This is an optimization exercise on Yosys and OpenROAD, whose aim is small area, not a production implementation.
Only simulation tests tie the RTL to the original design; equivalence was not proved.
Power is estimated from default activity; no workload was simulated.

==> job 5719 <==
Design id_stage_pipe, start of the top module:
module id_stage_pipe #(
    parameter int DATA_W = 32,
    parameter int NREG   = 32,
    parameter int PC_W   = 32
) (
    input  logic              clk,
    input  logic              rst,
    input  logic              if_valid,
    input  logic [31:0]       instruction,
    input  logic [PC_W-1:0]   pc_in,
    input  logic              stall_in,
    input  logic              flush,
    input  logic              wb_we,
    input  logic [4:0]        wb_addr,
    input  logic [DATA_W-1:0] wb_data,
    input  logic              ex_mem_read,
    input  logic [4:0]        ex_rt_addr,
    output logic              hazard_stall,
    output logic              id_valid,
    output logic [DATA_W-1:0] rs_data,
    output logic [DATA_W-1:0] rt_data,
    output logic [4:0]        rs_addr,
    output logic [4:0]        rt_addr,
    output logic [4:0]        rd_addr,
    output logic [DATA_W-1:0] ext_imm,
    output logic [4:0]        shamt,
    output logic [5:0]        opcode,
    output logic [5:0]        funct,
    output logic [PC_W-1:0]   pc_out
);
export LEC_CHECK = 0
export CAP_MARGIN = 20
export CORE_MARGIN = 2
export CORE_UTILIZATION = 55
export CTS_CLUSTER_DIAMETER = 100
export CTS_CLUSTER_SIZE = 30
export SETUP_SLACK_MARGIN = 0.2
export SLEW_MARGIN = 20
export SYNTH_HIERARCHICAL = 1
export SYNTH_MINIMUM_KEEP_SIZE = 0
create_clock -name core_clock -period 4.0 [get_ports {clk}]
standard.sh (not shown) runs the stock make flow with config.mk's settings and CLKGATE_MAP_FILE= SYNTH_SCRIPT=/design/flow/synth_recipe.tcl, a recipe that flattens the netlist after the stock synthesis.
==> flow/flow/run.sh <==
#!/bin/bash
# The standard layout (standard.sh: ORFS synthesis to finish), with the
# ports buffered by the smallest buffer instead of the resizer's default pick.
# The whole make run's output is kept in standard.log.
set -o pipefail
export BUFFER_PORTS_ARGS="-buffer_cell sky130_fd_sc_hd__buf_1"
bash standard.sh > standard.log 2>&1
==> job 380 (differences from job 5719) <==
--- a/flow/design.v
+++ b/flow/design.v
@@ -41,32 +41,26 @@
     logic              w_hazard;
     logic              w_zext;
     assign w_rs    = instruction[25:21];
     assign w_rt    = instruction[20:16];
     assign w_wr_en = wb_we && (wb_addr != 5'd0);
     assign w_hazard = !rst && if_valid && ex_mem_read && (ex_rt_addr != 5'd0) &&
                       ((ex_rt_addr == w_rs) || (ex_rt_addr == w_rt));
     assign hazard_stall = w_hazard;
-    logic [31:1]       w_row_wr, w_row_hold;
-    logic [DATA_W-1:0] w_regs_n [1:31];
+    logic [DATA_W-1:0] w_wdata;
+    logic [31:1]       w_row_en;
+    assign w_wdata = rst ? '1 : ~wb_data;
     always_comb
-        for (int i = 1; i < 32; i++) begin
-            w_row_wr[i]   = !rst && w_wr_en && (wb_addr == 5'(i));
-            w_row_hold[i] = !rst && !(w_wr_en && (wb_addr == 5'(i)));
-        end
-    for (genvar i = 1; i < 32; i++) begin : g_row
-        for (genvar j = 0; j < DATA_W; j++) begin : g_bit
-            id_ao22 u_f (.a1(w_row_wr[i]), .a2(wb_data[j]), .b1(w_row_hold[i]), .b2(r_regs[i][j]),
-                         .y(w_regs_n[i][j]));
-        end
-    end
+        for (int i = 1; i < 32; i++)
+            w_row_en[i] = rst || (w_wr_en && (wb_addr == 5'(i)));
     always_ff @(posedge clk)
         for (int i = 1; i < 32; i++)
-            r_regs[i] <= w_regs_n[i];
+            if (w_row_en[i])
+                r_regs[i] <= w_wdata;
     logic        w_load;
     logic        w_ld;
     logic        w_hold;
     logic [3:0]  w_rs_hn_n, w_rt_hn_n;
     logic [7:0]  w_rs_ln_n, w_rt_ln_n;
     logic [15:0] w_imm_n;
     logic [5:0]  w_op_n;
     logic [PC_W-1:0] w_pc_n;
@@ -111,81 +105,84 @@
         r_rs_ln  <= w_rs_ln_n;
         r_rt_hn  <= w_rt_hn_n;
         r_rt_ln  <= w_rt_ln_n;
         r_imm    <= w_imm_n;
         r_opcode <= w_op_n;
         r_pc     <= w_pc_n;
     end
     logic [31:1] w_rs_sel, w_rt_sel;
+    logic        w_rs_s0n, w_rt_s0n;
     logic [DATA_W*31-1:0] w_flat;
     always_comb
         for (int i = 1; i < 32; i++)
             w_flat[(i-1)*DATA_W +: DATA_W] = r_regs[i];
-    id_dec u_rs_dec (.hn(r_rs_hn), .ln(r_rs_ln), .sel(w_rs_sel));
-    id_dec u_rt_dec (.hn(r_rt_hn), .ln(r_rt_ln), .sel(w_rt_sel));
-    id_rdmux #(.W(DATA_W)) u_rs_mux (.d(w_flat), .sel(w_rs_sel), .q(rs_data));
-    id_rdmux #(.W(DATA_W)) u_rt_mux (.d(w_flat), .sel(w_rt_sel), .q(rt_data));
-    assign rs_addr = {!(r_rs_hn[2] && r_rs_hn[3]), !(r_rs_hn[1] && r_rs_hn[3]),
-                      !(r_rs_ln[4] && r_rs_ln[5] && r_rs_ln[6] && r_rs_ln[7]),
-                      !(r_rs_ln[2] && r_rs_ln[3] && r_rs_ln[6] && r_rs_ln[7]),
-                      !(r_rs_ln[1] && r_rs_ln[3] && r_rs_ln[5] && r_rs_ln[7])};
-    assign rt_addr = {!(r_rt_hn[2] && r_rt_hn[3]), !(r_rt_hn[1] && r_rt_hn[3]),
-                      !(r_rt_ln[4] && r_rt_ln[5] && r_rt_ln[6] && r_rt_ln[7]),
-                      !(r_rt_ln[2] && r_rt_ln[3] && r_rt_ln[6] && r_rt_ln[7]),
-                      !(r_rt_ln[1] && r_rt_ln[3] && r_rt_ln[5] && r_rt_ln[7])};
+    id_dec    u_rs_dec (.hn(r_rs_hn), .ln(r_rs_ln), .sel(w_rs_sel), .s0n(w_rs_s0n), .a(rs_addr));
+    id_dec    u_rt_dec (.hn(r_rt_hn), .ln(r_rt_ln), .sel(w_rt_sel), .s0n(w_rt_s0n), .a(rt_addr));
+    id_rdmux #(.W(DATA_W)) u_rs_mux (.d(w_flat), .sel(w_rs_sel), .s0n(w_rs_s0n), .q(rs_data));
+    id_rdmux #(.W(DATA_W)) u_rt_mux (.d(w_flat), .sel(w_rt_sel), .s0n(w_rt_s0n), .q(rt_data));
     assign w_zext   = (r_opcode == 6'h0C) || (r_opcode == 6'h0D) || (r_opcode == 6'h0E);
     assign ext_imm  = {{16{r_imm[15] && !w_zext}}, r_imm};
     assign id_valid = r_id_valid;
     assign rd_addr  = r_imm[15:11];
     assign shamt    = r_imm[10:6];
     assign opcode   = r_opcode;
     assign funct    = r_imm[5:0];
     assign pc_out   = r_pc;
 endmodule
 module id_dec (
     input  logic [3:0]  hn,
     input  logic [7:0]  ln,
-    output logic [31:1] sel
+    output logic [31:1] sel,
+    output logic        s0n,
+    output logic [4:0]  a
 );
     always_comb
         for (int i = 1; i < 32; i++)
             sel[i] = !(hn[i/8] || ln[i%8]);
+    assign s0n  = hn[0] || ln[0];
+    assign a[4] = !(hn[2] && hn[3]);
+    assign a[3] = !(hn[1] && hn[3]);
+    assign a[2] = !(ln[4] && ln[5] && ln[6] && ln[7]);
+    assign a[1] = !(ln[2] && ln[3] && ln[6] && ln[7]);
+    assign a[0] = !(ln[1] && ln[3] && ln[5] && ln[7]);
 endmodule
 module id_rdmux #(
     parameter int W = 32
 ) (
     input  logic [W*31-1:0] d,
     input  logic [31:1]     sel,
+    input  logic            s0n,
     output logic [W-1:0]    q
 );
     for (genvar b = 0; b < W; b++) begin : g_bit
         logic [30:0] col;
         for (genvar i = 0; i < 31; i++) begin : g_col
             assign col[i] = d[i*W + b];
         end
-        id_rdbit u_bit (.d(col), .s(sel), .q(q[b]));
+        id_rdbit u_bit (.dn(col), .s(sel), .s0n(s0n), .q(q[b]));
     end
 endmodule
 module id_rdbit (
-    input  logic [30:0] d,
+    input  logic [30:0] dn,
     input  logic [31:1] s,
+    input  logic        s0n,
     output logic        q
 );
     logic [10:0] n;
     logic [2:0]  h;
     for (genvar g = 0; g < 10; g++) begin : g_aoi
-        id_aoi222 u_aoi (.a1(d[3*g]), .a2(s[3*g+1]), .b1(d[3*g+1]), .b2(s[3*g+2]),
-                         .c1(d[3*g+2]), .c2(s[3*g+3]), .y(n[g]));
-    end
-    id_nand2 u_n2  (.a(d[30]), .b(s[31]), .y(n[10]));
+        id_aoi222 u_aoi (.a1(dn[3*g]), .a2(s[3*g+1]), .b1(dn[3*g+1]), .b2(s[3*g+2]),
+                         .c1(dn[3*g+2]), .c2(s[3*g+3]), .y(n[g]));
+    end
+    id_nand2 u_n2  (.a(dn[30]), .b(s[31]), .y(n[10]));
     id_nand4 u_h0  (.a(n[0]), .b(n[1]), .c(n[2]), .d(n[3]), .y(h[0]));
     id_nand4 u_h1  (.a(n[4]), .b(n[5]), .c(n[6]), .d(n[7]), .y(h[1]));
-    id_nand3 u_h2  (.a(n[8]), .b(n[9]), .c(n[10]), .y(h[2]));
-    id_or3   u_q   (.a(h[0]), .b(h[1]), .c(h[2]), .y(q));
+    id_nand4 u_h2  (.a(n[8]), .b(n[9]), .c(n[10]), .d(s0n), .y(h[2]));
+    id_nor3  u_q   (.a(h[0]), .b(h[1]), .c(h[2]), .y(q));
 endmodule
 module id_aoi222 (
     input  logic a1, a2, b1, b2, c1, c2,
     output logic y
 );
     assign y = !((a1 && a2) || (b1 && b2) || (c1 && c2));
 endmodule
 module id_nand2 (
@@ -195,27 +192,21 @@
     assign y = !(a && b);
 endmodule
 module id_nand4 (
     input  logic a, b, c, d,
     output logic y
 );
     assign y = !(a && b && c && d);
 endmodule
-module id_nand3 (
+module id_nor3 (
     input  logic a, b, c,
     output logic y
 );
-    assign y = !(a && b && c);
-endmodule
-module id_or3 (
-    input  logic a, b, c,
-    output logic y
-);
-    assign y = a || b || c;
+    assign y = !(a || b || c);
 endmodule
 module id_ao22 (
     input  logic a1, a2, b1, b2,
     output logic y
 );
     assign y = (a1 && a2) || (b1 && b2);
 endmodule
 module id_ao221 (
==> comparison <==
Job 5719 completed, yet does not pass: setup timing. Job 380 ran to the end with no violations.
In job 5719 the clock-buffer cell count is lower than in job 380, by 8.
Between job 380 and job 5719, the lower final area is in job 5719 (gap about 0.7%, measured against job 5719).
Between job 5719 and job 380, the lower sequential power is in job 5719 (gap 21%, measured against job 380).
In flip-flop and latch count, job 5719 and job 380 do not differ.
Between job 380 and job 5719, the lower area after synthesis is in job 5719 (gap 3.6%, measured against job 5719).
Against job 380, the non-clock buffer count of job 5719 is higher by 113.
In job 380 the via count is smaller than in job 5719, by 27%.
First-iteration DRC count: job 5719 is larger than job 380 (about 40%).
Against job 380, the utilization of job 5719 is higher by 2.0 points.
In job 5719 the maximum frequency is lower than in job 380, by 4.9%.

-- separate check: timing with driven ports --
Ports are ideal in the flow. The routed layouts listed here were re-timed in OpenROAD. Step 1 sets driving cells, clkbuf_16 on the clock port and buf_2 on the other inputs (assumed; they add their load-dependent delay and slew). Step 2 also shifts input and output timing later by t, the mid clock arrival at the registers, as if the neighbouring blocks saw the same clock. Slacks: ideal ports / drivers / drivers and shift; pairs: ideal ports / drivers.
run	shift t [ns]	setup WS [ns]	worst setup path at the end	worst register clock-pin slew, ns
job 5719	0.744	-0.091 / -0.162 / 0.449	input to register	0.12 / 0.12
job 380	0.696	0.110 / 0.044 / 0.705	input to register	0.12 / 0.12
